This is an optimization exercise on Yosys and OpenROAD, whose aim is small area, not a production implementation. RTL that was checked went through simulation tests only; none was proved equivalent to the original. Function not checked in runs 2 and 3: the RTL went through the layout flow alone. No activity file was given, so power comes from the tool's default toggle rates.

## design/flow/design.v

```verilog
`timescale 1ns/1ps
package chip_pkg;
	typedef enum logic [3:0] {
		OP_NOP  = 4'd0,
		OP_LI   = 4'd1,
		OP_ADD  = 4'd2,
		OP_SUB  = 4'd3,
		OP_XOR  = 4'd4,
		OP_OUT  = 4'd5,
		OP_HALT = 4'd15
	} opcode_e;
endpackage
`timescale 1ns/1ps
module uart_link (
	input logic clk,
	input logic reset,
	input logic rx,
	output logic tx,
	output logic [7:0] rx_data,
	output logic rx_valid,
	output logic lost,
	input logic tx_push,
	input logic [7:0] tx_data,
	output logic tx_full
);
	localparam int CYC_BITS = $clog2(8);
	localparam int PTR_BITS = $clog2(4);
	localparam int CNT_BITS = $clog2(4 + 1);
	localparam logic [CYC_BITS-1:0] BIT_LAST = CYC_BITS'(8 - 1);
	localparam logic [CYC_BITS-1:0] HALF_LAST = CYC_BITS'(8 / 2 - 1);
	localparam logic [PTR_BITS-1:0] PTR_LAST = PTR_BITS'(4 - 1);
	localparam logic [CNT_BITS-1:0] FIFO_FULL = CNT_BITS'(4);
	localparam logic [1:0] RX_IDLE = 2'd0;
	localparam logic [1:0] RX_START = 2'd1;
	localparam logic [1:0] RX_DATA = 2'd2;
	localparam logic [1:0] RX_STOP = 2'd3;
	logic rx_meta, rx_sync;
	logic [1:0] rx_state;
	logic [CYC_BITS-1:0] rx_cyc;
	logic [2:0] rx_bit;
	logic [7:0] rx_shift;
	logic [7:0] fifo_mem [4];
	logic [PTR_BITS-1:0] wr_ptr, rd_ptr;
	logic [CNT_BITS-1:0] fifo_count;
	logic [9:0] tx_shift;
	logic [3:0] tx_bits;  
	logic [CYC_BITS-1:0] tx_cyc;
	logic tx_ready, pop;
	always_ff @(posedge clk) begin
		if (reset) begin
			rx_meta <= 1'b1;
			rx_sync <= 1'b1;
			rx_state <= RX_IDLE;
			rx_cyc <= '0;
			rx_bit <= '0;
			rx_valid <= 1'b0;
			lost <= 1'b0;
		end else begin
			rx_meta <= rx;
			rx_sync <= rx_meta;
			rx_valid <= 1'b0;
			case (rx_state)
				RX_IDLE: begin
					if (!rx_sync) begin
						rx_state <= RX_START;
						rx_cyc <= HALF_LAST;
					end
				end
				RX_START: begin
					if (rx_cyc != 0)
						rx_cyc <= rx_cyc - 1'b1;
					else if (rx_sync)
						rx_state <= RX_IDLE;  
					else begin
						rx_state <= RX_DATA;
						rx_cyc <= BIT_LAST;
						rx_bit <= '0;
					end
				end
				RX_DATA: begin
					if (rx_cyc != 0)
						rx_cyc <= rx_cyc - 1'b1;
					else begin
						rx_cyc <= BIT_LAST;
						rx_bit <= rx_bit + 1'b1;
						if (rx_bit == 3'd7)
							rx_state <= RX_STOP;
					end
				end
				default: begin
					if (rx_cyc != 0)
						rx_cyc <= rx_cyc - 1'b1;
					else begin
						rx_state <= RX_IDLE;
						if (rx_sync)
							rx_valid <= 1'b1;
						else
							lost <= 1'b1;  
					end
				end
			endcase
		end
	end
	always_ff @(posedge clk) begin
		if (rx_state == RX_DATA && rx_cyc == 0)
			rx_shift <= {rx_sync, rx_shift[7:1]};  
	end
	assign rx_data = rx_shift;
	assign tx_ready = (tx_bits == 0) || (tx_bits == 4'd1 && tx_cyc == 0);
	assign pop = tx_ready && (fifo_count != 0);
	assign tx_full = (fifo_count == FIFO_FULL);
	always_ff @(posedge clk) begin
		if (reset) begin
			wr_ptr <= '0;
			rd_ptr <= '0;
			fifo_count <= '0;
		end else begin
			if (tx_push)
				wr_ptr <= (wr_ptr == PTR_LAST) ? '0 : wr_ptr + 1'b1;
			if (pop)
				rd_ptr <= (rd_ptr == PTR_LAST) ? '0 : rd_ptr + 1'b1;
			fifo_count <= fifo_count + CNT_BITS'(tx_push) - CNT_BITS'(pop);
		end
	end
	always_ff @(posedge clk) begin
		if (tx_push)
			fifo_mem[wr_ptr] <= tx_data;
	end
	always_ff @(posedge clk) begin
		if (reset) begin
			tx_shift <= '1;  
			tx_bits <= '0;
			tx_cyc <= '0;
		end else if (pop) begin
			tx_shift <= {1'b1, fifo_mem[rd_ptr], 1'b0};
			tx_bits <= 4'd10;
			tx_cyc <= BIT_LAST;
		end else if (tx_bits != 0) begin
			if (tx_cyc == 0) begin
				tx_shift <= {1'b1, tx_shift[9:1]};
				tx_bits <= tx_bits - 1'b1;
				tx_cyc <= BIT_LAST;
			end else
				tx_cyc <= tx_cyc - 1'b1;
		end
	end
	assign tx = tx_shift[0];
endmodule
`timescale 1ns/1ps
module program_loader (
	input logic clk,
	input logic reset,
	input logic [7:0] rx_data,
	input logic rx_valid,
	input logic wr_done,  
	output logic [6-1:0] wr_addr,
	output logic [31:0] wr_word,
	output logic wr_pend,
	output logic loaded
);
	localparam logic [1:0] LD_COUNT = 2'd0;
	localparam logic [1:0] LD_BYTES = 2'd1;
	localparam logic [1:0] LD_LAST = 2'd2;  
	localparam logic [1:0] LD_DONE = 2'd3;
	logic [1:0] state;
	logic [7:0] words_left;
	logic [1:0] byte_idx;
	logic [31:0] word_sh;
	logic word_done, count_in, byte_in;
	assign count_in = !reset && (state == LD_COUNT) && rx_valid;
	assign byte_in = (state == LD_BYTES) && rx_valid;
	assign word_done = !reset && byte_in && (byte_idx == 2'd3);
	always_ff @(posedge clk) begin
		if (reset)
			state <= LD_COUNT;
		else case (state)
			LD_COUNT: if (rx_valid) state <= (rx_data == 8'd0) ? LD_DONE : LD_BYTES;
			LD_BYTES: if (word_done && words_left == 8'd1) state <= LD_LAST;
			LD_LAST: state <= LD_DONE;
			default: ;
		endcase
	end
	always_ff @(posedge clk) begin
		if (count_in) begin
			words_left <= rx_data;
			byte_idx <= 2'd0;
		end else if (!reset && byte_in) begin
			byte_idx <= byte_idx + 1'b1;
			if (byte_idx == 2'd3)
				words_left <= words_left - 1'b1;
		end
	end
	always_ff @(posedge clk) begin
		if (byte_in)
			word_sh <= {rx_data, word_sh[31:8]};
	end
	always_ff @(posedge clk) begin
		if (word_done)
			wr_pend <= 1'b1;
		else if (wr_done)
			wr_pend <= 1'b0;
	end
	always_ff @(posedge clk) begin
		if (count_in)
			wr_addr <= '0;
		else if (wr_done)
			wr_addr <= wr_addr + 1'b1;
	end
	assign wr_word = word_sh;
	assign loaded = (state == LD_DONE);
endmodule
`timescale 1ns/1ps
module inst_mem (
	input logic clk,
	input logic [6-1:0] wr_addr,
	input logic [31:0] wr_word,
	input logic wr_pend,
	output logic wr_done,
	input logic [6-1:0] rd_addr,
	output logic [20:0] rd_data
);
	localparam int DEPTH = 2 ** 6;
	logic [20:0] ring [DEPTH];
	logic [6-1:0] rot;
	logic [6-1:0] pos;
	logic [20:0] packed_w;
	function automatic logic [20:0] pack_instr(input logic [31:0] w);
		logic [3:0] op;
		logic is_li, is_out;
		op = w[31:28];
		is_li = (op == 4'd1);
		is_out = (op == 4'd5);
		pack_instr[20] = is_li;
		pack_instr[19:16] = w[27:24];
		if (is_li) begin
			pack_instr[15:0] = w[15:0];
		end else begin
			pack_instr[15:12] = w[23:20];
			pack_instr[11:8] = is_out ? w[27:24] : w[19:16];
			pack_instr[7] = (op == 4'd2) || (op == 4'd3) || (op == 4'd4);
			pack_instr[6] = (op == 4'd3);
			pack_instr[5] = (op == 4'd4);
			pack_instr[4] = is_out;
			pack_instr[3] = (op == 4'd15);
			pack_instr[2:0] = w[2:0];
		end
	endfunction
	assign packed_w = pack_instr(wr_word);
	assign wr_done = wr_pend && (rot == wr_addr);
	always_ff @(posedge clk) begin
		rot <= rot + 1'b1;
		for (int j = 0; j < DEPTH - 1; j++)
			ring[j] <= ring[j + 1];
		ring[DEPTH - 1] <= wr_done ? packed_w : ring[0];
	end
	assign pos = rd_addr - rot;
	assign rd_data = (wr_pend && rd_addr == wr_addr) ? packed_w : ring[pos];
endmodule
`timescale 1ns/1ps
module core (
	input logic clk,
	input logic reset,
	output logic [6-1:0] rd_addr,
	input logic [20:0] rd_data,
	output logic tx_push,
	output logic [7:0] tx_data,
	input logic tx_full,
	output logic halted
);
	localparam logic [1:0] S_FETCH = 2'd0;
	localparam logic [1:0] S_WAIT = 2'd1;
	localparam logic [1:0] S_EXEC = 2'd2;
	logic [1:0] state;
	logic [6-1:0] pc;
	logic [15:0] regs [16];
	logic [15:0] rs_val, op_a, wr_val;
	logic [3:0] rd, rs1, rs2, raddr;
	logic is_li, is_alu, is_sub, is_xor, is_out, is_halt;
	logic exec, wr_en;
	assign rd_addr = pc;
	assign is_li = rd_data[20];
	assign rd = rd_data[19:16];
	assign rs1 = rd_data[15:12];
	assign rs2 = rd_data[11:8];
	assign is_alu = !is_li && rd_data[7];
	assign is_sub = rd_data[6];
	assign is_xor = rd_data[5];
	assign is_out = !is_li && rd_data[4];
	assign is_halt = !is_li && rd_data[3];
	assign exec = (state == S_EXEC) && !halted;
	assign raddr = (state == S_EXEC) ? rs2 : rs1;
	assign rs_val = regs[raddr];
	always_ff @(posedge clk)
		op_a <= rs_val;
	assign tx_push = exec && is_out && !tx_full;
	assign tx_data = rs_val[7:0];
	always_comb begin
		if (is_li)
			wr_val = rd_data[15:0];
		else if (is_xor)
			wr_val = op_a ^ rs_val;
		else if (is_sub)
			wr_val = op_a - rs_val;
		else
			wr_val = op_a + rs_val;
	end
	assign wr_en = exec && (is_li || is_alu);
	always_ff @(posedge clk) begin
		if (wr_en)
			regs[rd] <= wr_val;
	end
	always_ff @(posedge clk) begin
		if (reset) begin
			state <= S_FETCH;
			pc <= '0;
			halted <= 1'b0;
		end else begin
			case (state)
				S_FETCH: state <= S_WAIT;
				S_WAIT: state <= S_EXEC;
				default: begin
					if (exec && is_halt)
						halted <= 1'b1;
					else if (exec && !(is_out && tx_full)) begin
						pc <= pc + 1'b1;
						state <= S_FETCH;
					end
				end
			endcase
		end
	end
endmodule
`timescale 1ns/1ps
module chip (
	input logic clk,
	input logic chip_reset,
	input logic uart_rx,
	output logic uart_tx,
	output logic [3:0] status  
);
	localparam int HOLD_BITS = $clog2(15 + 1);
	logic [HOLD_BITS-1:0] reset_count;
	logic hold;
	logic [7:0] rx_data;
	logic rx_valid, rx_lost;
	logic tx_push, tx_full;
	logic [7:0] tx_data;
	logic [6-1:0] wr_addr, rd_addr;
	logic [31:0] wr_word;
	logic wr_pend, wr_done;
	logic [20:0] rd_data;
	logic loaded, halted;
	always_ff @(posedge clk) begin
		if (chip_reset)
			reset_count <= HOLD_BITS'(15);
		else if (reset_count != 0)
			reset_count <= reset_count - 1'b1;
	end
	assign hold = (reset_count != 0);
	assign status = {!hold && !loaded, loaded, halted, rx_lost};
	uart_link uart_i (
		.clk(clk),
		.reset(hold),
		.rx(uart_rx),
		.tx(uart_tx),
		.rx_data(rx_data),
		.rx_valid(rx_valid),
		.lost(rx_lost),
		.tx_push(tx_push),
		.tx_data(tx_data),
		.tx_full(tx_full)
	);
	program_loader loader_i (
		.clk(clk),
		.reset(hold),
		.rx_data(rx_data),
		.rx_valid(rx_valid),
		.wr_done(wr_done),
		.wr_addr(wr_addr),
		.wr_word(wr_word),
		.wr_pend(wr_pend),
		.loaded(loaded)
	);
	inst_mem imem_i (
		.clk(clk),
		.wr_addr(wr_addr),
		.wr_word(wr_word),
		.wr_pend(wr_pend),
		.wr_done(wr_done),
		.rd_addr(rd_addr),
		.rd_data(rd_data)
	);
	core core_i (
		.clk(clk),
		.reset(!loaded),
		.rd_addr(rd_addr),
		.rd_data(rd_data),
		.tx_push(tx_push),
		.tx_data(tx_data),
		.tx_full(tx_full),
		.halted(halted)
	);
endmodule
```

## design/flow/run.sh

```bash
#!/bin/bash
# synth_recipe.tcl (not shown) runs the flow's synth.tcl, then flattens the netlist and writes it again
# the make line also repeats each setting of config.mk as NAME=value (left out here)
make -C /OpenROAD-flow-scripts/flow DESIGN_CONFIG=/design/flow/config.mk WORK_HOME=/design/flow/orfs CLKGATE_MAP_FILE= SYNTH_SCRIPT=/design/flow/synth_recipe.tcl finish
```

## design/flow/config.mk

```make
export PLATFORM = sky130hd
export DESIGN_NAME = chip
export DESIGN_NICKNAME = chip
export VERILOG_FILES = /design/flow/design.v
export SDC_FILE = /design/flow/constraint.sdc
export NUM_CORES = 4
export LEC_CHECK = 0
export CAP_MARGIN = 20
export CORE_MARGIN = 2
export CORE_UTILIZATION = 40
export SLEW_MARGIN = 20
```

## design/flow/constraint.sdc

```tcl
create_clock -name core_clock -period 10.0 [get_ports {clk}]
set_input_delay 2.0000 -clock core_clock [delete_from_list [all_inputs] [get_ports {clk}]]
set_output_delay 2.0000 -clock core_clock [all_outputs]
set_load 0.01 [all_outputs]
```

==> impl_metrics.json, run 1 <==
{
  "outcome": "finished clean",
  "layout.nets": 4176,
  "tightest_slew_ns": 1.26,
  "leakagePower_uw": 0.0216,
  "gp_congestion": 0.992,
  "cts_setup_buffers": 0,
  "totalWireLength_um": 175000,
  "slowest_stage": "nor2_1",
  "crit_arrival_ns": 9.84,
  "multiInputGateArea_mm2": 0.0149,
  "drv_cap": 0,
  "antenna_found_initial": 7,
  "seq_power_share_pct": 52.4,
  "yosysWarningCount": 6,
  "final_common_cell": "dfxtp_1",
  "synth_cells": 4005,
  "synth-edff-count": 208,
  "fp-row-count": 130,
  "p_int_uw": 10000,
  "cts_tree": "yes",
  "end_kind": "flop",
  "die_width_um": 359,
  "worst_slack_ns": 0.617,
  "first_pass_iters": 7,
  "post-route-period-util_pct": 93.8,
  "synth-seq-cells": 1627,
  "ant_nets": 0,
  "track_usage_pct": 26.4,
  "ys.flop_type": "dfxtp_1",
  "die_h_um": 359,
  "area_growth_pct": 16.0,
  "clk_pin_slew_ns": 0.06,
  "relSlewSlack_pct": 15.7,
  "ys_seq_area_share_pct": 68.7,
  "switchingPower_uw": 2570,
  "ys_types": 116,
  "cts_resized": 0,
  "cts-buffers-inserted": 155,
  "p_per_area_mw_per_mm2": 215,
  "grt_pass1_wl_um": 248000,
  "dp_slack_ns": 0.843,
  "final_cell_mix": "dfxtp_1, nand2_1, a22oi_1, edfxtp_1, buf_4",
  "n_fill_cell": 11200,
  "drc_errors": 0,
  "hold_viol_final": 0,
  "cp.required_ns": 10.45,
  "core_mm2": 0.125,
  "rsz0062_at_grt": "no",
  "grt_max_degree": 58,
  "combPwrFrac_pct": 0,
  "path_common_cell": "a21o_1",
  "die_area_mm2": 0.129,
  "clock_path_buffers": 3,
  "avgViaCountPerCell": 6.06,
  "syn_nets": 4055,
  "ff_latch_area_mm2": 0.0347,
  "routed-via-count": 35800,
  "io_buffers": 7,
  "vdd_drop_max_mv": 0.205,
  "finClkSkew_ns": 0.0477,
  "clock-root-buffer": "clkbuf_16",
  "fin_crit_ns": 9.38,
  "wl_per_cell_um": 29.6,
  "dp_hpwl_um": 111000,
  "pwr-share-clk_pct": 47.6,
  "avgSynthCellArea_um2": 12.6,
  "cts_num_sinks": 1627,
  "min_path_type": "flop to flop",
  "path_max_fanout": 24,
  "drt_iter0_drc": 5232,
  "htreeDepth": 4,
  "clkLatencyLatePin_ns": 0.81,
  "syn_area_mm2": 0.0505,
  "hold_buffers": 0,
  "clock.fmax_mhz": 107,
  "p_sw_share_pct": 20.4,
  "start_util_pct": 40.2,
  "overflow": 0,
  "path_class": "flop to flop",
  "grt_pass1_vias": 34900,
  "worstSetupStartpointType": "flop",
  "finalSetupViolCount": 0,
  "whs_ns": 0.319,
  "drv_slew": 0,
  "cp_slowest_stage_delay_ns": 0.90,
  "layout-drive-gt1-share_pct": 14.3,
  "tns_ns": 0,
  "io_pins": 8,
  "synthArstFlopShare_pct": 0
}
==> path summary, 6_finish.rpt <==
kind                                     from  cells after the start                           to  slack (ns)
hold / removal    imem_i.ring[52][13]$_DFF_P_                      0  imem_i.ring[51][13]$_DFF_P_        0.32
setup / recovery        imem_i.rot[0]$_DFF_P_                     31  core_i.regs[1][7]$_DFFE_PP_        0.62
setup reg to reg        imem_i.rot[0]$_DFF_P_                     31  core_i.regs[1][7]$_DFFE_PP_        0.62
hold reg to reg   imem_i.ring[52][13]$_DFF_P_                      0  imem_i.ring[51][13]$_DFF_P_        0.32
==> worst max-delay path: cells and delay by family (launching register included) <==
family | cells | cell delay (ns)
compound gates | 13 | 3.24
simple gates | 9 | 3.04
fa+ha+maj | 4 | 1.28
buf+inv | 3 | 0.59
mux | 2 | 0.49
flops | 1 | 0.41
==> synthesized netlist by cell type (9+ instances only) <==
cell type	instances	share of area, %
a221oi_1	83	1.4
a32o_1	10	0.20
a2111oi_0	15	0.26
a21o_1	11	0.16
a222oi_1	63	1.2
a311oi_1	13	0.23
xnor2_1	36	0.62
o32ai_1	10	0.17
xor2_1	23	0.40
buf_4	14	0.21
a31oi_1	27	0.33
a21oi_1	103	1.0
nand2_1	246	1.8
a22oi_1	226	3.4
o211ai_1	20	0.30
and2_1	11	0.14
a22o_1	73	1.3
o22ai_1	14	0.17
edfxtp_1	208	12
a32oi_1	14	0.24
mux4_2	10	0.45
nand2b_1	21	0.26
and3_1	35	0.43
mux2i_1	94	1.9
nor2b_1	9	0.11
mux2_2	30	0.67
nor3_1	65	0.64
buf_6	12	0.27
dfxtp_1	1419	56
buf_2	57	0.57
nor2_1	174	1.3
o31ai_1	34	0.51
a211oi_1	33	0.49
o21ai_0	84	0.83
o2111ai_1	13	0.23
a221o_1	13	0.26
clkbuf_1	123	0.91
inv_1	58	0.43
ha_1	44	1.1
nand4_1	121	1.5
buf_1	14	0.10
nor4_1	23	0.29
or3_1	13	0.16
nand3_1	137	1.4
==> state kept, by name, indices dropped and copies added (netlist names), 8 cells and up, named ones only <==
signal / cells
uart_i.rx_shift: 8
core_i.op_a: 8
uart_i.fifo_mem: 32
loader_i.word_sh: 32
imem_i.ring: 1344
uart_i.tx_shift: 9
loader_i.words_left: 8
core_i.regs: 128
==> power groups by stage <==
stage	Sequential, uW	Clock [uW]	Combinational [uW]
2_1_floorplan	6740	0	2.54
5_1_grt	6590	6300	4.51
6_report	6600	6000	3.90
3_5_place_dp	6740	0	3.97
3_3_place_gp	6740	0	3.71
4_1_cts	6600	6060	4.00
==> per-layer routing <==
layer  wire (um)  vias up  global-route usage, %  part of all wire, %
li1            -    15300                      -                    -
met2       72700     2360                   38.2                   42
met5          84        -                      0                0.048
met4       10300        8                   14.4                  5.9
met1       70500    17600                   35.8                   40
met3       21200      601                   7.12                   12
==> layout make-up <==
type                    count  area share, %
well taps                1650           3.53
flip-flops and latches   1627           59.2
inverters                  59          0.378
clock buffers             223           7.73
diodes                      1        0.00427
multi-input cells        2098           25.4
clock inverters            63           1.26
repair buffers            185           2.47
==> stage by stage <==
step | utilization, % | power [uW] | cells | cell area (um^2)
CTS | 46.7 | 12700 | 5905 | 58500
global route | 46.7 | 12900 | 5905 | 58500
floorplan | - | 6740 | 4005 | 50500
detailed placement | 42.5 | 6750 | 5619 | 53300
global placement | 42.5 | 6750 | 5618 | 53200
finish | 46.7 | 12600 | 5906 | 58500
==> cells by family after synthesis <==
logic type	after synthesis	share of synthesized area (%)
adders and majority gates	47	1.21
DFF	1627	68.7
muxes	137	3.05
AOI/OAI and AO/OA	938	14.2
xor gates and xnor gates	62	1.14
and+or+nand+nor	914	9.15
buffers and inverters	280	2.54
==> inputs of run 2 (changes only) <==
--- a/design/flow/design.v
+++ b/design/flow/design.v
@@ -156,3 +156,3 @@
 	output logic [6-1:0] wr_addr,
-	output logic [31:0] wr_word,
+	output logic [23:0] wr_word,  
 	output logic wr_pend,
@@ -167,3 +167,3 @@
 	logic [1:0] byte_idx;
-	logic [31:0] word_sh;
+	logic [7:0] b0, b2, b3;
 	logic word_done, count_in, byte_in;
@@ -193,4 +193,5 @@
 	always_ff @(posedge clk) begin
-		if (byte_in)
-			word_sh <= {rx_data, word_sh[31:8]};
+		if (byte_in && byte_idx == 2'd0) b0 <= rx_data;
+		if (byte_in && byte_idx == 2'd2) b2 <= rx_data;
+		if (byte_in && byte_idx == 2'd3) b3 <= rx_data;
 	end
@@ -208,3 +209,3 @@
 	end
-	assign wr_word = word_sh;
+	assign wr_word = {b3, b2, b0};
 	assign loaded = (state == LD_DONE);
@@ -215,3 +216,3 @@
 	input logic [6-1:0] wr_addr,
-	input logic [31:0] wr_word,
+	input logic [23:0] wr_word,
 	input logic wr_pend,
@@ -219,29 +220,31 @@
 	input logic [6-1:0] rd_addr,
-	output logic [20:0] rd_data
+	input logic [6-1:0] rd_addr_next,
+	output logic [13:0] rd_data,
+	output logic rd_ok  
 );
 	localparam int DEPTH = 2 ** 6;
-	logic [20:0] ring [DEPTH];
+	logic [13:0] ring [DEPTH];
 	logic [6-1:0] rot;
-	logic [6-1:0] pos;
-	logic [20:0] packed_w;
-	function automatic logic [20:0] pack_instr(input logic [31:0] w);
-		logic [3:0] op;
-		logic is_li, is_out;
-		op = w[31:28];
-		is_li = (op == 4'd1);
-		is_out = (op == 4'd5);
-		pack_instr[20] = is_li;
-		pack_instr[19:16] = w[27:24];
-		if (is_li) begin
-			pack_instr[15:0] = w[15:0];
-		end else begin
-			pack_instr[15:12] = w[23:20];
-			pack_instr[11:8] = is_out ? w[27:24] : w[19:16];
-			pack_instr[7] = (op == 4'd2) || (op == 4'd3) || (op == 4'd4);
-			pack_instr[6] = (op == 4'd3);
-			pack_instr[5] = (op == 4'd4);
-			pack_instr[4] = is_out;
-			pack_instr[3] = (op == 4'd15);
-			pack_instr[2:0] = w[2:0];
-		end
+	logic [6-1:0] pos_next;
+	logic [DEPTH/2-1:0] tap_sel;
+	logic tap_even;
+	logic [5:0] pos_q;
+	logic [13:0] packed_w;
+	logic bypass;
+	logic [13:0] tap;
+	function automatic logic [13:0] pack_instr(input logic [23:0] w);
+		logic [3:0] op, rd, rs1, rs2;
+		op = w[23:20];
+		rd = w[19:16];
+		rs1 = w[15:12];
+		rs2 = w[11:8];
+		case (op)
+			4'd1: pack_instr = {2'd0, rd, w[7:0]};
+			4'd2: pack_instr = {2'd1, rd, rs1, rs2};
+			4'd3: pack_instr = (rs1 == rs2) ? {2'd0, rd, 8'd0} : {2'd2, rd, rs1, rs2};
+			4'd4: pack_instr = {2'd3, rd, rs1, rs2};
+			4'd5: pack_instr = {2'd2, rd, 4'd1, 4'd1};
+			4'd15: pack_instr = {2'd2, rd, 4'd2, 4'd2};
+			default: pack_instr = {2'd2, rd, 4'd0, 4'd0};
+		endcase
 	endfunction
@@ -255,4 +258,19 @@
 	end
-	assign pos = rd_addr - rot;
-	assign rd_data = (wr_pend && rd_addr == wr_addr) ? packed_w : ring[pos];
+	assign pos_next = rd_addr_next - (rot + 1'b1);
+	always_ff @(posedge clk) begin
+		pos_q <= pos_next;
+	end
+	always_comb begin
+		for (int k = 0; k < DEPTH / 2; k++)
+			tap_sel[k] = (pos_q[5:1] == 5'(k));
+		tap_even = !pos_q[0];
+	end
+	assign bypass = wr_pend && (rd_addr == wr_addr);
+	assign rd_ok = bypass || tap_even;
+	always_comb begin
+		tap = '0;
+		for (int k = 0; k < DEPTH / 2; k++)
+			tap = tap | (ring[2 * k] & {14{tap_sel[k]}});
+	end
+	assign rd_data = bypass ? packed_w : tap;
 endmodule
@@ -263,3 +281,5 @@
 	output logic [6-1:0] rd_addr,
-	input logic [20:0] rd_data,
+	output logic [6-1:0] rd_addr_next,
+	input logic [13:0] rd_data,
+	input logic rd_ok,
 	output logic tx_push,
@@ -274,19 +294,24 @@
 	logic [6-1:0] pc;
-	logic [15:0] regs [16];
-	logic [15:0] rs_val, op_a, wr_val;
+	logic [7:0] regs [16];
+	logic [13:0] ir;
+	logic [7:0] rs_val, op_a, wr_val;
 	logic [3:0] rd, rs1, rs2, raddr;
-	logic is_li, is_alu, is_sub, is_xor, is_out, is_halt;
-	logic exec, wr_en;
+	logic is_misc, is_li, is_sub, is_xor, is_out, is_halt;
+	logic exec, wr_en, advance;
 	assign rd_addr = pc;
-	assign is_li = rd_data[20];
-	assign rd = rd_data[19:16];
-	assign rs1 = rd_data[15:12];
-	assign rs2 = rd_data[11:8];
-	assign is_alu = !is_li && rd_data[7];
-	assign is_sub = rd_data[6];
-	assign is_xor = rd_data[5];
-	assign is_out = !is_li && rd_data[4];
-	assign is_halt = !is_li && rd_data[3];
+	always_ff @(posedge clk) begin
+		if (state != S_EXEC && rd_ok)
+			ir <= rd_data;
+	end
+	assign rd = ir[11:8];
+	assign rs1 = rd_ok ? rd_data[7:4] : ir[7:4];
+	assign rs2 = ir[3:0];
+	assign is_misc = (ir[13:12] == 2'd2) && (ir[7:4] == ir[3:0]);
+	assign is_li = (ir[13:12] == 2'd0);
+	assign is_sub = (ir[13:12] == 2'd2);
+	assign is_xor = (ir[13:12] == 2'd3);
+	assign is_out = is_misc && (ir[3:0] == 4'd1);
+	assign is_halt = is_misc && (ir[3:0] == 4'd2);
 	assign exec = (state == S_EXEC) && !halted;
-	assign raddr = (state == S_EXEC) ? rs2 : rs1;
+	assign raddr = (state != S_EXEC) ? rs1 : is_misc ? rd : rs2;
 	assign rs_val = regs[raddr];
@@ -295,6 +320,6 @@
 	assign tx_push = exec && is_out && !tx_full;
-	assign tx_data = rs_val[7:0];
+	assign tx_data = rs_val;
 	always_comb begin
 		if (is_li)
-			wr_val = rd_data[15:0];
+			wr_val = ir[7:0];
 		else if (is_xor)
@@ -306,3 +331,3 @@
 	end
-	assign wr_en = exec && (is_li || is_alu);
+	assign wr_en = exec && !is_misc;
 	always_ff @(posedge clk) begin
@@ -311,2 +336,6 @@
 	end
+	assign advance = exec && !is_halt && !(is_out && tx_full);
+	assign rd_addr_next = reset ? '0 : pc + {5'd0, advance};
+	always_ff @(posedge clk)
+		pc <= rd_addr_next;
 	always_ff @(posedge clk) begin
@@ -314,3 +343,2 @@
 			state <= S_FETCH;
-			pc <= '0;
 			halted <= 1'b0;
@@ -323,6 +351,4 @@
 						halted <= 1'b1;
-					else if (exec && !(is_out && tx_full)) begin
-						pc <= pc + 1'b1;
+					else if (advance)
 						state <= S_FETCH;
-					end
 				end
@@ -347,6 +373,7 @@
 	logic [7:0] tx_data;
-	logic [6-1:0] wr_addr, rd_addr;
-	logic [31:0] wr_word;
+	logic [6-1:0] wr_addr, rd_addr, rd_addr_next;
+	logic [23:0] wr_word;
 	logic wr_pend, wr_done;
-	logic [20:0] rd_data;
+	logic [13:0] rd_data;
+	logic rd_ok;
 	logic loaded, halted;
@@ -390,3 +417,5 @@
 		.rd_addr(rd_addr),
-		.rd_data(rd_data)
+		.rd_addr_next(rd_addr_next),
+		.rd_data(rd_data),
+		.rd_ok(rd_ok)
 	);
@@ -396,3 +425,5 @@
 		.rd_addr(rd_addr),
+		.rd_addr_next(rd_addr_next),
 		.rd_data(rd_data),
+		.rd_ok(rd_ok),
 		.tx_push(tx_push),
--- a/design/flow/config.mk
+++ b/design/flow/config.mk
@@ -10,2 +10,5 @@
 export CORE_UTILIZATION = 40
+export CTS_BUF_LIST = sky130_fd_sc_hd__clkbuf_16
+export CTS_CLUSTER_DIAMETER = 80
+export CTS_CLUSTER_SIZE = 30
 export SLEW_MARGIN = 20
==> run 2 against run 1 <==
  * Core utilization shrank 2.5 points
  * Critical path depth shrank 8
  * Area after synthesis shrank 32%
  * Die area shrank 31%
  * Clock power shrank 58%
  * Still clean on timing, DRC and antenna
  * Sequential share of layout area grew 9.7 points
  * Fmax grew 22%
  * Global-route usage shrank 9.0 points
  * Register-to-register slack gained 1.7 ns
  * Cell area shrank 36%
  * Sequential power shrank 26%
  * Hold slack lost 0.0036 ns
  * Largest power group unchanged
  * Critical path type unchanged
==> impl_metrics.json, run 2 <==
{
  "outcome": "finished clean",
  "end_kind": "flop",
  "rsz0062_at_grt": "no",
  "synth_cells": 2433,
  "drv_cap": 0,
  "cp_slowest_stage_delay_ns": 1.02,
  "clock.fmax_mhz": 130,
  "wl_per_cell_um": 21.6,
  "yosysTopAreaCellShare_pct": 56.7,
  "cts-buffers-inserted": 51,
  "synth-edff-count": 214,
  "tightest_slew_ns": 1.18,
  "cp-startpoint": "imem_i.pos_q[2]$_DFF_P_",
  "r2r-start": "imem_i.pos_q[2]$_DFF_P_",
  "cts_num_sinks": 1191,
  "hold_buffers": 0,
  "ys.flop_type": "dfxtp_1",
  "routed-via-count": 18800,
  "cts_tree": "yes",
  "clock-root-buffer": "clkbuf_16",
  "synthTopCellsByArea": "dfxtp_1, edfxtp_1, a22oi_1",
  "avgSynthCellArea_um2": 14.2,
  "core_mm2": 0.0853,
  "leakagePower_uw": 0.0144,
  "drt_iter0_drc": 1532,
  "regMostFlops": "imem_i.ring",
  "drv_slew": 0,
  "worst_slack_ns": 2.32,
  "drc_errors": 0,
  "clkLatencyLatePin_ns": 0.67,
  "syn_nets": 2485,
  "clock_path_buffers": 3,
  "dp_hpwl_um": 49400,
  "io_buffers": 7,
  "syn_area_mm2": 0.0345,
  "final_common_cell": "dfxtp_1",
  "vdd_drop_max_mv": 0.160,
  "grt_max_degree": 33,
  "grt_pass1_wl_um": 118000,
  "post-route-period-util_pct": 76.8,
  "die_width_um": 298,
  "reg.largest.list": "imem_i.ring (896), core_i.regs (128), uart_i.fifo_mem (32)",
  "slowest_stage": "dfxtp_1",
  "path_common_cell": "a21o_1",
  "n_fill_cell": 7652,
  "synthArstFlopShare_pct": 0,
  "cts_resized": 0,
  "final_cell_mix": "dfxtp_1, edfxtp_1, a22oi_1, nor2_1, nand2_1",
  "fp-row-count": 107,
  "grt_pass1_vias": 18500,
  "first_pass_iters": 5,
  "path_max_fanout": 32,
  "largest_reg_flops": 896,
  "relSlewSlack_pct": 20.9,
  "antenna_cells": 0,
  "synth_top_cell_by_area": "dfxtp_1",
  "p_per_area_mw_per_mm2": 196,
  "min_path_type": "flop to flop",
  "hold_viol_final": 0,
  "die_h_um": 298,
  "avgViaCountPerCell": 5.20,
  "ant_nets": 0,
  "finalSetupViolCount": 0,
  "yosysWarningCount": 6,
  "synth-seq-cells": 1191,
  "clk_pin_slew_ns": 0.10,
  "gp_congestion": 0.875,
  "io_pins": 8,
  "synthTopCellsByCount": "dfxtp_1, edfxtp_1, a22oi_1",
  "worstHoldStart": "imem_i.ring[11][9]$_DFF_P_",
  "antenna_found_initial": 0,
  "overflow": 0,
  "cts_setup_buffers": 0,
  "layout-drive-gt1-share_pct": 8.60,
  "dp_slack_ns": 2.46,
  "tns_ns": 0,
  "start_util_pct": 40.5,
  "track_usage_pct": 17.4,
  "htreeDepth": 2,
  "die_area_mm2": 0.0886,
  "worstSetupStartpointType": "flop",
  "crit_chain": "nand2b_1 -> nor2_1 -> a2111o_1 -> or4_1 -> o31a_1 -> a221o_1 -> buf_4 -> mux4_2 -> mux2i_1 -> mux2i_1 -> inv_1 -> ha_1 -> a21oi_1 -> ha_1 -> a21o_1 -> a21o_1 -> a21oi_1 -> o21bai_1 -> a21o_1 -> a21o_1 -> nor4bb_1 -> or2_0 -> a211o_1",
  "finClkSkew_ns": 0.0388,
  "yosysMostFrequentCell": "dfxtp_1",
  "ys_seq_area_share_pct": 75.3,
  "area_growth_pct": 9.29,
  "fin_crit_ns": 7.68,
  "ys_types": 81,
  "path_class": "flop to flop",
  "layout.nets": 2506,
  "crit_arrival_ns": 8.01,
  "cp.required_ns": 10.32,
  "totalWireLength_um": 78300
}
[run 2: cell count changes after synthesis, sizes merged, moves of 53 or more]
cell	delta
a222oi	-62
clkbuf	-63
nand4	-88
mux2i	-53
nor2	-65
buf	-64
dfxtp	-442
a22oi	-105
a221oi	-53
nand2	-147
nand3	-68
[run 2: metal layers]
| layer | share of wire [%] | track usage (%) | vias up |
|---|---|---|---|
| met1 | 46 | 25.7 | 9381 |
| met2 | 44 | 26.5 | 624 |
| met4 | 2.9 | 5.38 | 0 |
| met3 | 6.9 | 2.46 | 124 |
| met5 | 0 | 0 | - |
| li1 | - | - | 8714 |
[run 2: cell families after synthesis]
kind of cell    count (synthesis)  synth area share (%)
fa+ha+maj                      49                  1.84
flops                        1191                  75.3
xor+xnor                       63                  1.64
compound gates                396                  8.39
mux                            92                  3.73
simple gates                  493                  7.19
buf+inv                       149                  1.92
[run 2: path summary, 6_finish.rpt]
check / slack [ns] / endpoint / cells after the start
worst min register to register: 0.32 / imem_i.ring[10][9]$_DFF_P_ / 0
worst max-delay path: 2.32 / core_i.regs[13][7]$_DFFE_PP_ / 23
worst min-delay path: 0.32 / imem_i.ring[10][9]$_DFF_P_ / 0
worst max register to register: 2.32 / core_i.regs[13][7]$_DFFE_PP_ / 23
[run 2: area by class of cell]
class / count / area, um^2 / share of cell area, %
Clock buffer: 51 / 1280 / 3.38
Clock inverter: 25 / 367 / 0.972
Inverter: 55 / 206 / 0.547
Multi-Input combinational cell: 1093 / 7970 / 21.1
Sequential cell: 1191 / 26000 / 68.9
Tap cell: 1144 / 1430 / 3.79
Timing Repair Buffer: 62 / 487 / 1.29
[run 2: report_power, final]
group	switching [uW]	internal, uW
clock network	1510	1030
registers	0.831	4860
logic	1.79	2.04
total	1510	5890
[run 2: stage by stage]
| step | hold slack, ns | utilization, % | instances | cell area (um^2) | power, uW |
|---|---|---|---|---|---|
| after CTS | 0.314 | 44.2 | 3619 | 37700 | 7470 |
| after global placement | 0.310 | 42.3 | 3543 | 36000 | 4970 |
| after global routing | 0.314 | 44.2 | 3621 | 37700 | 7650 |
| after detailed placement | 0.312 | 42.3 | 3543 | 36000 | 4970 |
| final | 0.315 | 44.2 | 3621 | 37700 | 7400 |
| after floorplan | 0.310 | - | 2433 | 34500 | 4970 |
[run 2: critical path, delay by kind of cell (launching register included)]
kind	cells	cell delay (ns)
and+or+nand+nor	5	1.39
DFF	1	1.02
AOI/OAI and AO/OA	11	2.87
muxes	3	1.03
buffers and inverters	2	0.42
adders and majority gates	2	0.60
==> inputs of run 3 (changes only) <==
--- a/design/flow/config.mk
+++ b/design/flow/config.mk
@@ -10,5 +10,5 @@
 export CORE_UTILIZATION = 40
-export CTS_BUF_LIST = sky130_fd_sc_hd__clkbuf_16
-export CTS_CLUSTER_DIAMETER = 80
-export CTS_CLUSTER_SIZE = 30
+export CTS_BUF_LIST = sky130_fd_sc_hd__clkbuf_8
+export CTS_CLUSTER_DIAMETER = 60
+export CTS_CLUSTER_SIZE = 16
 export SLEW_MARGIN = 20
==> run 3 against run 2 <==
  * Clock power down 3%
  * Critical endpoint unchanged
  * Sequential share of layout area about the same
  * Hold slack got worse by 0.0094 ns
  * Register-to-register slack better by 0.06 ns
  * Critical path type unchanged
  * Still clean
  * Flip-flop and latch count did not move
  * Via count grew 1.1%
  * Core utilization barely moved
  * Cell area about the same
  * Wire length grew 0.94%
  * First-iteration DRC count down 0.98%
==> impl_metrics.json, run 3 <==
{
  "yosysMostFrequentCell": "dfxtp_1",
  "track_usage_pct": 17.7,
  "relSlewSlack_pct": 22.0,
  "syn_nets": 2485,
  "ys_types": 81,
  "dp_hpwl_um": 49400,
  "drt_iter0_drc": 1517,
  "grt_pass1_wl_um": 119000,
  "hold_buffers": 0,
  "path_max_fanout": 30,
  "synth_top_cell_by_area": "dfxtp_1",
  "regMostFlops": "imem_i.ring",
  "die_h_um": 298,
  "fp-row-count": 107,
  "yosysWarningCount": 6,
  "antenna_found_initial": 3,
  "hold_path_depth": 0,
  "hold_viol_final": 0,
  "htreeDepth": 3,
  "yosysTopAreaCellShare_pct": 56.7,
  "end_kind": "flop",
  "die_width_um": 298,
  "whs_ns": 0.306,
  "leakagePower_uw": 0.0145,
  "die_area_mm2": 0.0886,
  "synth_cells": 2433,
  "overflow": 0,
  "clock_path_buffers": 3,
  "final_common_cell": "dfxtp_1",
  "ant_nets": 0,
  "tns_ns": 0,
  "synthTopCellsByArea": "dfxtp_1, edfxtp_1, a22oi_1",
  "final_cell_mix": "dfxtp_1, edfxtp_1, a22oi_1, nor2_1, nand2_1",
  "avgViaCountPerCell": 5.18,
  "finClkSkew_ns": 0.0485,
  "grt_pass1_vias": 19000,
  "wl_per_cell_um": 21.5,
  "ys_seq_area_share_pct": 75.3,
  "clk_pin_slew_ns": 0.10,
  "cts_num_sinks": 1191,
  "cts_resized": 0,
  "post-route-period-util_pct": 76.2,
  "finalSetupViolCount": 0,
  "synth-edff-count": 214,
  "grt_max_degree": 33,
  "start_util_pct": 40.5,
  "utilization_pct": 44.2,
  "io_pins": 8,
  "vdd_drop_max_mv": 0.136,
  "gp_congestion": 0.875,
  "tightest_slew_ns": 1.17,
  "outcome": "finished clean",
  "cts-buffers-inserted": 92,
  "avgSynthCellArea_um2": 14.2,
  "rr_worst_depth": 23,
  "worstSetupStartpointType": "flop",
  "min_path_type": "flop to flop",
  "rsz0062_at_grt": "no",
  "core_mm2": 0.0853,
  "p_per_area_mw_per_mm2": 194,
  "path_class": "flop to flop",
  "io_buffers": 7,
  "clock.fmax_mhz": 131,
  "synthArstFlopShare_pct": 0,
  "cts_tree": "yes",
  "totalWireLength_um": 79100,
  "syn_area_mm2": 0.0345,
  "cts_setup_buffers": 0,
  "drv_cap": 0,
  "synthTopCellsByCount": "dfxtp_1, edfxtp_1, a22oi_1",
  "first_pass_iters": 6,
  "cp.required_ns": 10.41,
  "clock-root-buffer": "clkbuf_8",
  "synth-seq-cells": 1191,
  "drc_errors": 0,
  "routed-via-count": 19100,
  "crit_arrival_ns": 8.03,
  "layout.nets": 2547,
  "fin_crit_ns": 7.62,
  "layout-drive-gt1-share_pct": 10.2,
  "ys.flop_type": "dfxtp_1",
  "largest_reg_flops": 896,
  "clkLatencyLatePin_ns": 0.74,
  "area_growth_pct": 9.28,
  "drv_slew": 0,
  "reg.largest.list": "imem_i.ring (896), core_i.regs (128), uart_i.fifo_mem (32)"
}
==> run 3: cell count changes in the layout (fill, tap and decap cells not counted), sizes merged <==
cell	before	now
clkbuf	51	94
inv	73	84
clkinvlp	0	3
diode	0	2
clkinv	5	6
==> run 3: report_power, final <==
part	internal (uW)	switching (uW)	total (uW)
clock	953	1510	2470
combinational	2.04	1.80	3.84
sequential	4860	0.811	4860
==> run 3: cells by family (layout without fill, tap and decap cells) <==
| family | after synthesis | in the layout | synth area share (%) |
|---|---|---|---|
| adders and majority gates | 49 | 49 | 1.84 |
| and+or+nand+nor | 493 | 493 | 7.19 |
| other | 0 | 2 | 0 |
| xor gates and xnor gates | 63 | 63 | 1.64 |
| buffers and inverters | 149 | 251 | 1.92 |
| DFF | 1191 | 1191 | 75.3 |
| muxes | 92 | 92 | 3.73 |
| AOI/OAI and AO/OA | 396 | 396 | 8.39 |
==> run 3: final timing paths <==
check,slack [ns],from,to
setup / recovery,2.38,imem_i.pos_q[4]$_DFF_P_,core_i.regs[13][7]$_DFFE_PP_
hold / removal,0.31,imem_i.ring[1][0]$_DFF_P_,imem_i.ring[0][0]$_DFF_P_
setup reg to reg,2.38,imem_i.pos_q[4]$_DFF_P_,core_i.regs[13][7]$_DFFE_PP_
hold reg to reg,0.31,imem_i.ring[1][0]$_DFF_P_,imem_i.ring[0][0]$_DFF_P_
==> run 3: critical path: stages, from the launching register on <==
cell	delay, ns
dfxtp_1	1.00
nor2b_1	0.22
a311o_1	0.42
a221o_1	0.32
or3_1	0.31
or4_1	0.68
o21a_1	0.24
buf_4	0.24
mux4_2	0.38
mux2i_1	0.07
mux2i_1	0.68
inv_1	0.15
ha_1	0.32
a21oi_1	0.22
ha_1	0.27
a21o_1	0.16
a21o_1	0.19
a21oi_1	0.15
o21bai_1	0.10
a21o_1	0.19
a21o_1	0.20
nor4bb_1	0.15
or2_0	0.21
a211o_1	0.42
==> run 3: routing by layer <==
layer,track usage (%),routed length (um)
met1,25.9,37000
met2,26.8,34600
met3,3.13,5290
met4,5.39,2130
met5,0,13
==> run 3: final cells by class <==
| cell class | instances | area, um^2 |
|---|---|---|
| clock buffer | 94 | 1290 |
| multi-input combinational | 1093 | 7970 |
| sequential | 1191 | 26000 |
| tap | 1144 | 1430 |
| inverter | 55 | 206 |
| timing repair buffer | 62 | 480 |
| clock inverter | 40 | 347 |
| fill | 7652 | 47600 |
| antenna | 2 | 5.00 |
==> run 3: stage by stage <==
step                setup slack (ns)  instances  power (uW)  instance area (um^2)
floorplan                       3.99       2433        4970                 34500
global placement                2.54       3543        4970                 36000
detailed placement              2.46       3543        4970                 36000
CTS                             2.40       3677        7390                 37700
global route                    1.83       3680        7590                 37700
finish                          2.38       3681        7330                 37700
==> inputs of run 4 (changes only) <==
--- a/design/flow/design.v
+++ b/design/flow/design.v
@@ -45,5 +45,4 @@
 	logic [9:0] tx_shift;
-	logic [3:0] tx_bits;  
 	logic [CYC_BITS-1:0] tx_cyc;
-	logic tx_ready, pop;
+	logic tx_ready, tx_stop, pop;
 	always_ff @(posedge clk) begin
@@ -108,8 +107,9 @@
 	assign rx_data = rx_shift;
-	assign tx_ready = (tx_bits == 0) || (tx_bits == 4'd1 && tx_cyc == 0);
+	assign tx_stop = (tx_shift[9:1] == 9'd0);
+	assign tx_ready = tx_stop && (tx_cyc == 0);
 	assign pop = tx_ready && (fifo_count != 0);
 	assign tx_full = (fifo_count == FIFO_FULL);
+	assign wr_ptr = rd_ptr + fifo_count[PTR_BITS-1:0];
 	always_ff @(posedge clk) begin
 		if (reset) begin
-			wr_ptr <= '0;
 			rd_ptr <= '0;
@@ -117,6 +117,4 @@
 		end else begin
-			if (tx_push)
-				wr_ptr <= (wr_ptr == PTR_LAST) ? '0 : wr_ptr + 1'b1;
 			if (pop)
-				rd_ptr <= (rd_ptr == PTR_LAST) ? '0 : rd_ptr + 1'b1;
+				rd_ptr <= rd_ptr + 1'b1;
 			fifo_count <= fifo_count + CNT_BITS'(tx_push) - CNT_BITS'(pop);
@@ -130,4 +128,3 @@
 		if (reset) begin
-			tx_shift <= '1;  
-			tx_bits <= '0;
+			tx_shift <= 10'd1;  
 			tx_cyc <= '0;
@@ -135,8 +132,6 @@
 			tx_shift <= {1'b1, fifo_mem[rd_ptr], 1'b0};
-			tx_bits <= 4'd10;
 			tx_cyc <= BIT_LAST;
-		end else if (tx_bits != 0) begin
+		end else if (!tx_ready) begin
 			if (tx_cyc == 0) begin
-				tx_shift <= {1'b1, tx_shift[9:1]};
-				tx_bits <= tx_bits - 1'b1;
+				tx_shift <= {1'b0, tx_shift[9:1]};
 				tx_cyc <= BIT_LAST;
@@ -154,6 +149,5 @@
 	input logic rx_valid,
-	input logic wr_done,  
-	output logic [6-1:0] wr_addr,
+	output logic load_start,
+	output logic word_done,
 	output logic [23:0] wr_word,  
-	output logic wr_pend,
 	output logic loaded
@@ -168,3 +162,3 @@
 	logic [7:0] b0, b2, b3;
-	logic word_done, count_in, byte_in;
+	logic count_in, byte_in;
 	assign count_in = !reset && (state == LD_COUNT) && rx_valid;
@@ -197,14 +191,3 @@
 	end
-	always_ff @(posedge clk) begin
-		if (word_done)
-			wr_pend <= 1'b1;
-		else if (wr_done)
-			wr_pend <= 1'b0;
-	end
-	always_ff @(posedge clk) begin
-		if (count_in)
-			wr_addr <= '0;
-		else if (wr_done)
-			wr_addr <= wr_addr + 1'b1;
-	end
+	assign load_start = count_in;
 	assign wr_word = {b3, b2, b0};
@@ -215,8 +198,7 @@
 	input logic clk,
-	input logic [6-1:0] wr_addr,
+	input logic load_start,  
+	input logic word_done,   
 	input logic [23:0] wr_word,
-	input logic wr_pend,
-	output logic wr_done,
-	input logic [6-1:0] rd_addr,
-	input logic [6-1:0] rd_addr_next,
+	input logic core_reset,  
+	input logic advance,     
 	output logic [13:0] rd_data,
@@ -226,10 +208,5 @@
 	logic [13:0] ring [DEPTH];
-	logic [6-1:0] rot;
-	logic [6-1:0] pos_next;
-	logic [DEPTH/2-1:0] tap_sel;
-	logic tap_even;
-	logic [5:0] pos_q;
-	logic [13:0] packed_w;
-	logic bypass;
-	logic [13:0] tap;
+	logic [6-1:0] rot, rd_pos, wr_pos;
+	logic [13:0] packed_w, tap;
+	logic wr_pend, wr_done, bypass;
 	function automatic logic [13:0] pack_instr(input logic [23:0] w);
@@ -251,3 +228,3 @@
 	assign packed_w = pack_instr(wr_word);
-	assign wr_done = wr_pend && (rot == wr_addr);
+	assign wr_done = wr_pend && (wr_pos == 0);
 	always_ff @(posedge clk) begin
@@ -258,13 +235,16 @@
 	end
-	assign pos_next = rd_addr_next - (rot + 1'b1);
 	always_ff @(posedge clk) begin
-		pos_q <= pos_next;
-	end
-	always_comb begin
-		for (int k = 0; k < DEPTH / 2; k++)
-			tap_sel[k] = (pos_q[5:1] == 5'(k));
-		tap_even = !pos_q[0];
+		if (load_start)
+			wr_pos <= ~rot;
+		else
+			wr_pos <= wr_pos - {5'd0, !wr_done};
+		if (word_done)
+			wr_pend <= 1'b1;
+		else if (wr_done)
+			wr_pend <= 1'b0;
+		if (core_reset)
+			rd_pos <= ~rot;
+		else
+			rd_pos <= rd_pos - {5'd0, !advance};
 	end
-	assign bypass = wr_pend && (rd_addr == wr_addr);
-	assign rd_ok = bypass || tap_even;
 	always_comb begin
@@ -272,4 +252,6 @@
 		for (int k = 0; k < DEPTH / 2; k++)
-			tap = tap | (ring[2 * k] & {14{tap_sel[k]}});
+			tap = tap | (ring[2 * k] & {14{rd_pos[5:1] == 5'(k)}});
 	end
+	assign bypass = wr_pend && (rd_pos == wr_pos);
+	assign rd_ok = bypass || !rd_pos[0];
 	assign rd_data = bypass ? packed_w : tap;
@@ -280,4 +262,3 @@
 	input logic reset,
-	output logic [6-1:0] rd_addr,
-	output logic [6-1:0] rd_addr_next,
+	output logic advance,
 	input logic [13:0] rd_data,
@@ -293,3 +274,2 @@
 	logic [1:0] state;
-	logic [6-1:0] pc;
 	logic [7:0] regs [16];
@@ -299,4 +279,3 @@
 	logic is_misc, is_li, is_sub, is_xor, is_out, is_halt;
-	logic exec, wr_en, advance;
-	assign rd_addr = pc;
+	logic exec, wr_en;
 	always_ff @(posedge clk) begin
@@ -337,5 +316,2 @@
 	assign advance = exec && !is_halt && !(is_out && tx_full);
-	assign rd_addr_next = reset ? '0 : pc + {5'd0, advance};
-	always_ff @(posedge clk)
-		pc <= rd_addr_next;
 	always_ff @(posedge clk) begin
@@ -373,5 +349,4 @@
 	logic [7:0] tx_data;
-	logic [6-1:0] wr_addr, rd_addr, rd_addr_next;
 	logic [23:0] wr_word;
-	logic wr_pend, wr_done;
+	logic load_start, word_done, advance;
 	logic [13:0] rd_data;
@@ -404,6 +379,5 @@
 		.rx_valid(rx_valid),
-		.wr_done(wr_done),
-		.wr_addr(wr_addr),
+		.load_start(load_start),
+		.word_done(word_done),
 		.wr_word(wr_word),
-		.wr_pend(wr_pend),
 		.loaded(loaded)
@@ -412,8 +386,7 @@
 		.clk(clk),
-		.wr_addr(wr_addr),
+		.load_start(load_start),
+		.word_done(word_done),
 		.wr_word(wr_word),
-		.wr_pend(wr_pend),
-		.wr_done(wr_done),
-		.rd_addr(rd_addr),
-		.rd_addr_next(rd_addr_next),
+		.core_reset(!loaded),
+		.advance(advance),
 		.rd_data(rd_data),
@@ -424,4 +397,3 @@
 		.reset(!loaded),
-		.rd_addr(rd_addr),
-		.rd_addr_next(rd_addr_next),
+		.advance(advance),
 		.rd_data(rd_data),
==> run 4 against run 3 <==
  * Critical path type unchanged
  * Largest power group unchanged
  * Wire length grew 0.32%
  * Still clean on timing, DRC and antenna
  * Core utilization shrank 0.53 points
  * Synthesized cell count shrank 2.1%
  * Cell count shrank 1.8%
  * Setup slack lost 0.37 ns
  * Non-clock buffer count shrank 6
  * Count of clock-buffer cells in the layout shrank 1
  * Clock power shrank 5%
  * Register-to-register slack lost 0.37 ns
  * Clock skew grew 0.015 ns
==> impl_metrics.json, run 4 <==
{
  "outcome": "finished clean",
  "avgSynthCellArea_um2": 14.3,
  "hold_path_depth": 0,
  "min_path_type": "flop to flop",
  "cp.required_ns": 10.58,
  "fp-row-count": 107,
  "ys_seq_area_share_pct": 75.5,
  "placedCellCount": 3486,
  "gp_congestion": 0.869,
  "cts_resized": 0,
  "tns_ns": 0,
  "synthTopCellsByCount": "dfxtp_1, edfxtp_1, nor2_1",
  "clkLatencyLatePin_ns": 0.75,
  "worst_slack_ns": 2.01,
  "track_usage_pct": 18.1,
  "avgViaCountPerCell": 5.18,
  "cts_tree": "yes",
  "hold_buffers": 0,
  "die_width_um": 296,
  "clock_path_buffers": 3,
  "leakagePower_uw": 0.0145,
  "grtUsageMet1_pct": 25.0,
  "rsz0062_at_grt": "no",
  "clk_pin_slew_ns": 0.10,
  "dp_hpwl_um": 51300,
  "cts_setup_buffers": 0,
  "wl_per_cell_um": 21.9,
  "layout.cells.non_filler": 3615,
  "fin_crit_ns": 7.99,
  "tightest_slew_ns": 1.17,
  "end_kind": "flop",
  "antenna_found_initial": 2,
  "reg.largest.list": "imem_i.ring (896), core_i.regs (128), uart_i.fifo_mem (32)",
  "antenna_cells": 0,
  "totalWireLength_um": 79300,
  "io_pins": 8,
  "die_area_mm2": 0.0877,
  "grt_max_degree": 45,
  "largest_reg_flops": 896,
  "grt_use_met2_pct": 28.1,
  "synthTopCellsByArea": "dfxtp_1, edfxtp_1, mux2i_1",
  "synth_top_cell_by_area": "dfxtp_1",
  "dp_slack_ns": 2.06,
  "first_pass_iters": 6,
  "ys_types": 86,
  "crit_arrival_ns": 8.57,
  "rr_worst_depth": 24,
  "drc_errors": 0,
  "synth_cells": 2383,
  "post-route-period-util_pct": 79.9,
  "ys.flop_type": "dfxtp_1",
  "vdd_drop_max_mv": 0.148,
  "drv_slew": 0,
  "layout-drive-gt1-share_pct": 9.11,
  "synth-seq-cells": 1180,
  "clock-root-buffer": "clkbuf_8",
  "die_h_um": 296,
  "n_fill_cell": 7675,
  "cts-buffers-inserted": 88,
  "core_mm2": 0.0849,
  "overflow": 0,
  "yosysMostFrequentCell": "dfxtp_1",
  "io_buffers": 7,
  "p_per_area_mw_per_mm2": 193,
  "drt_iter0_drc": 1722,
  "htreeDepth": 3,
  "start_util_pct": 40.2,
  "syn_nets": 2424,
  "final_cell_mix": "dfxtp_1, edfxtp_1, nor2_1, a22oi_1, clkbuf_8",
  "routed-via-count": 18700,
  "synthArstFlopShare_pct": 0,
  "finClkSkew_ns": 0.0636,
  "path_class": "flop to flop",
  "grt_pass1_wl_um": 119000,
  "path_max_fanout": 27,
  "grt_pass1_vias": 19000,
  "hold_viol_final": 0,
  "yosysTopAreaCellShare_pct": 56.6,
  "final_common_cell": "dfxtp_1",
  "clock.fmax_mhz": 125,
  "area_growth_pct": 8.62,
  "worstSetupStartpointType": "flop",
  "relSlewSlack_pct": 21.9,
  "use_met3_pct": 3.98,
  "cts_num_sinks": 1180,
  "grt_most_used_layer": "met2",
  "syn_area_mm2": 0.0341,
  "finalSetupViolCount": 0,
  "ant_nets": 0,
  "drv_cap": 0,
  "layout.nets": 2474,
  "synth-edff-count": 214,
  "yosysWarningCount": 6,
  "regMostFlops": "imem_i.ring"
}
## run 4: cell types whose count changed after synthesis, moves of 14 or more
cell | previous run | this run
nand2_1 | 100 | 69
mux2i_1 | 40 | 86
a22oi_1 | 121 | 93
a211oi_1 | 8 | 22
nand3_1 | 72 | 35
a221oi_1 | 32 | 50
## run 4: area by class of cell
| type | count | area (um^2) | area share [%] |
|---|---|---|---|
| timing repair buffer | 56 | 438 | 1.18 |
| multi-input combinational | 1062 | 7770 | 20.9 |
| clock buffer | 93 | 1280 | 3.45 |
| tap | 1144 | 1430 | 3.86 |
| clock inverter | 35 | 238 | 0.641 |
| sequential | 1180 | 25800 | 69.5 |
| inverter | 45 | 169 | 0.455 |
## run 4: critical path, stage by stage (launching register included)
cell	delay [ns]
dfxtp_1	1.05
xnor2_2	0.19
nand3_1	0.15
or3_1	0.79
and4_1	0.40
a32oi_4	0.81
inv_2	0.46
nor4_4	0.36
a222oi_1	0.17
nor4b_2	0.19
nor2_1	0.41
inv_1	0.12
ha_1	0.31
a21oi_1	0.21
ha_1	0.27
a21o_1	0.15
a21o_1	0.19
a21oi_1	0.14
o21bai_1	0.10
a21o_1	0.19
a21o_1	0.21
and3_1	0.19
o211a_1	0.21
nor3_1	0.29
buf_4	0.26
## run 4: layer usage
layer | vias up | part of all wire, %
li1 | 8655 | -
met2 | 656 | 45
met5 | - | 0.034
met1 | 9250 | 45
met4 | 4 | 3.5
met3 | 169 | 7.3
## run 4: final timing paths
path / start / end / slack, ns
max: imem_i.rd_pos[1]$_DFF_P_ / core_i.regs[0][7]$_DFFE_PP_ / 2.01
min: imem_i.ring[57][1]$_DFF_P_ / imem_i.ring[56][1]$_DFF_P_ / 0.29
max reg2reg: imem_i.rd_pos[1]$_DFF_P_ / core_i.regs[0][7]$_DFFE_PP_ / 2.01
min reg2reg: imem_i.ring[57][1]$_DFF_P_ / imem_i.ring[56][1]$_DFF_P_ / 0.29
## run 4: power breakdown
group | leakage [uW] | total (uW) | switching (uW) | internal (uW)
logic | 0.00353 | 3.92 | 1.86 | 2.06
clock network | 0.000853 | 2350 | 1480 | 877
registers | 0.0101 | 4810 | 0.838 | 4810
## run 4: cell families after synthesis
| group | share of synthesized area, % |
|---|---|
| adder cells (fa/ha/maj) | 1.44 |
| buffers and inverters | 2.00 |
| multiplexers | 3.74 |
| flip-flops | 75.5 |
| XOR/XNOR | 1.51 |
| AO/OA/AOI/OAI | 9.09 |
| AND/OR/NAND/NOR | 6.77 |
## run 4: through the flow
stage	hold WS [ns]	power [uW]	area, um^2	util [%]
floorplan	0.310	4930	34100	-
global route	0.314	7420	37100	43.7
global placement	0.310	4930	35500	41.9
CTS	0.302	7230	37100	43.7
detailed placement	0.312	4930	35600	41.9
finish	0.286	7170	37100	43.7
==> inputs of run 5 (changes only) <==
==> design/flow/config.mk (replaced) <==
export PLATFORM = sky130hd
export DESIGN_NAME = chip
export DESIGN_NICKNAME = chip
export VERILOG_FILES = /design/flow/design.v
export SDC_FILE = /design/flow/constraint.sdc
export NUM_CORES = 4
export LEC_CHECK = 0
export CAP_MARGIN = 10
export CORE_MARGIN = 2
export CORE_UTILIZATION = 55
export CTS_BUF_LIST = sky130_fd_sc_hd__clkbuf_16
export CTS_CLUSTER_DIAMETER = 80
export CTS_CLUSTER_SIZE = 30
export GPL_TIMING_DRIVEN = 0
export SLEW_MARGIN = 10
==> run 5 against run 4 <==
  * Still clean on timing, DRC and antenna
  * Setup slack improved by 0.34 ns
  * Cell area fell by 0.36%
  * Clock power rose by 2%
  * Synthesized cell count did not move
  * Critical path depth rose by 3
  * Count of clock-buffer cells in the layout fell by 45
  * Sequential share of layout area rose by 0.25 points
  * Via count rose by 0.19%
  * Critical endpoint is now core_i.regs[10][7]$_DFFE_PP_
==> impl_metrics.json, run 5 <==
{
  "overflow": 0,
  "outcome": "finished clean",
  "first_pass_iters": 7,
  "avgSynthCellArea_um2": 14.3,
  "io_pins": 8,
  "hold_buffers": 0,
  "ff_latch_area_mm2": 0.0258,
  "n_fill_cell": 4817,
  "synth_top_cell_by_area": "dfxtp_1",
  "totalWireLength_um": 80900,
  "layout-drive-gt1-share_pct": 7.48,
  "ys_types": 86,
  "final_common_cell": "dfxtp_1",
  "utilization_pct": 60.0,
  "core_mm2": 0.0616,
  "ys.flop_type": "dfxtp_1",
  "area_growth_pct": 8.22,
  "worstSetupStartpointType": "flop",
  "antenna_cells": 0,
  "cts_setup_buffers": 0,
  "critPathBufInv": 6,
  "routed-via-count": 18800,
  "synth_top_family_by_area": "compound AO/OA/AOI/OAI gates",
  "path_delay_family": "compound AO/OA/AOI/OAI gates",
  "htreeDepth": 2,
  "tns_ns": 0,
  "fin_crit_ns": 7.65,
  "slowest_stage": "nor3_2",
  "io_buffers": 7,
  "synthArstFlopShare_pct": 0,
  "seq_power_share_pct": 66.8,
  "synth_cells": 2383,
  "clkLatencyLatePin_ns": 0.65,
  "synth-seq-cells": 1180,
  "path_common_cell": "a21o_1",
  "clock.fmax_mhz": 131,
  "tightest_slew_ns": 1.33,
  "syn_area_mm2": 0.0341,
  "synth-xor-area-share_pct": 1.51,
  "drc_errors": 0,
  "p_per_area_mw_per_mm2": 195,
  "ant_nets": 0,
  "synth_compound_gate_area_share_pct": 9.09,
  "die_width_um": 253,
  "yosysTopAreaCellShare_pct": 56.6,
  "synthTopCellsByArea": "dfxtp_1, edfxtp_1, mux2i_1",
  "drv_slew": 0,
  "hold_viol_final": 0,
  "yosysWarningCount": 6,
  "cts_num_sinks": 1180,
  "cts_resized": 0,
  "reg.largest.list": "imem_i.ring (896), core_i.regs (128), uart_i.fifo_mem (32)",
  "p_int_uw": 5770,
  "wl_per_cell_um": 24.4,
  "relSlewSlack_pct": 11.2,
  "ys_seq_area_share_pct": 75.5,
  "switchingPower_uw": 1440,
  "final_cell_mix": "dfxtp_1, edfxtp_1, nor2_1, a22oi_1, mux2i_1",
  "regMostFlops": "imem_i.ring",
  "finalSetupViolCount": 0,
  "clock_path_buffers": 3,
  "grt_pass1_vias": 18500,
  "synth-edff-count": 214,
  "final_area_mm2": 0.0370,
  "fp-row-count": 91,
  "syn_nets": 2424,
  "path_max_fanout": 16,
  "multiInputGateArea_mm2": 0.00775,
  "crit_arrival_ns": 7.98,
  "die_area_mm2": 0.0641,
  "cts_tree": "yes",
  "start_util_pct": 55.4,
  "p_sw_share_pct": 19.9,
  "leakagePower_uw": 0.0145,
  "cp.required_ns": 10.33,
  "layout.nets": 2497,
  "clock-root-buffer": "clkbuf_16",
  "grt_pass1_wl_um": 119000,
  "dp_hpwl_um": 54200,
  "avgViaCountPerCell": 5.67,
  "synthMuxAreaShare_pct": 3.74,
  "drv_cap": 0,
  "antenna_found_initial": 0,
  "place_area_mm2": 0.0355,
  "combPwrFrac_pct": 0.1,
  "gp_congestion": 0.900,
  "largest_reg_flops": 896,
  "pwr-share-clk_pct": 33.1,
  "grt_max_degree": 32,
  "synth_adder_area_share_pct": 1.44,
  "synthTopCellsByCount": "dfxtp_1, edfxtp_1, nor2_1",
  "finClkSkew_ns": 0.0367,
  "clk_pin_slew_ns": 0.10,
  "vdd_drop_max_mv": 0.168,
  "path_class": "flop to flop",
  "min_path_type": "flop to flop",
  "yosysMostFrequentCell": "dfxtp_1",
  "track_usage_pct": 25.4,
  "yosys.area_share.simple_pct": 6.77,
  "cts-buffers-inserted": 48,
  "post-route-period-util_pct": 76.5,
  "die_h_um": 253,
  "rsz0062_at_grt": "no",
  "drt_iter0_drc": 1735,
  "cp_slowest_stage_delay_ns": 0.71,
  "end_kind": "flop"
}
## run 5: cell counts after synthesis
Identical to the previous run, type by type.
## run 5: metal layers
| layer | GRT usage, % | routed length, um | vias up |
|---|---|---|---|
| met5 | 0 | 0 | - |
| met4 | 6.49 | 1930 | 0 |
| met3 | 4.44 | 5130 | 131 |
| met2 | 38.2 | 35200 | 570 |
| met1 | 38.1 | 38600 | 9366 |
| li1 | - | - | 8702 |
## run 5: cells by family after synthesis
logic type               Yosys count
buffers and inverters            141
multiplexers                     114
AND/OR/NAND/NOR                  433
XOR/XNOR                          58
adder cells (fa/ha/maj)           38
flip-flops                      1180
AO/OA/AOI/OAI                    419
## run 5: power by group through the flow
stage / registers, uW / clock network, uW / logic, uW
2_1_floorplan: 4930 / 0 / 2.41
3_3_place_gp: 4930 / 0 / 3.71
3_5_place_dp: 4930 / 0 / 3.82
4_1_cts: 4820 / 2430 / 3.85
5_1_grt: 4820 / 2590 / 4.35
6_report: 4820 / 2390 / 3.77
## run 5: area by class of cell
type | instances | share of cell area (%)
sequential | 1180 | 69.7
multi-input combinational | 1062 | 21.0
clock buffer | 48 | 3.25
tap | 837 | 2.83
buffer | 96 | 1.41
clock inverter | 20 | 0.731
timing repair buffer | 23 | 0.623
inverter | 45 | 0.457
## run 5: stage by stage
stage,cells,setup WS [ns],power (uW),hold WS (ns)
global placement,3227,2.00,4930,0.310
CTS,3311,2.30,7250,0.312
detailed placement,3243,2.33,4930,0.312
floorplan,2383,3.97,4930,0.310
global route,3311,1.79,7420,0.322
finish,3311,2.35,7210,0.312
## run 5: path summary, 6_finish.rpt
kind                                   from                      endpoint  slack (ns)  cells past startpoint
setup / recovery   imem_i.rd_pos[3]$_DFF_P_  core_i.regs[10][7]$_DFFE_PP_        2.35                     27
hold / removal    imem_i.ring[1][1]$_DFF_P_     imem_i.ring[0][1]$_DFF_P_        0.31                      0
setup reg to reg   imem_i.rd_pos[3]$_DFF_P_  core_i.regs[10][7]$_DFFE_PP_        2.35                     27
hold reg to reg   imem_i.ring[1][1]$_DFF_P_     imem_i.ring[0][1]$_DFF_P_        0.31                      0
## run 5: worst reg2reg max path: cells and delay by family (launching register included)
kind	cells	cell delay, ns
buf+inv	6	1.12
simple gates	5	1.94
flops	1	0.39
compound gates	12	2.76
mux	2	0.63
fa+ha+maj	2	0.50

==> port drivers added, routing unchanged <==
How much do the figures lean on ideal ports? The routed layouts below were timed once more, with nothing changed but the port constraints. Step 1, drivers: a clkbuf_16 drives clk and a buf_2 each remaining input, both assumed. Step 2 adds t to the input delays and takes it off the output delays; t is the mean of the earliest and latest rising clock arrival at the registers after step 1. Input paths then give back, and output paths get back, about the clock's delay inside the block. Three values: ideal ports, drivers, drivers and shift; two values: the first two.
| run | shift t [ns] | setup slack, ns | clock arrival spread, ns |
|---|---|---|---|
| run 1 | 0.855 | 0.617 / 0.617 / 0.617 | 0.053 / 0.052 |
| run 2 | 0.717 | 2.317 / 2.317 / 2.317 | 0.044 / 0.044 |
| run 3 | 0.774 | 2.378 / 2.378 / 2.378 | 0.049 / 0.048 |
| run 4 | 0.780 | 2.011 / 2.011 / 2.011 | 0.064 / 0.063 |
| run 5 | 0.702 | 2.351 / 2.351 / 2.351 | 0.041 / 0.041 |
After both steps setup and hold are still met in every run listed.
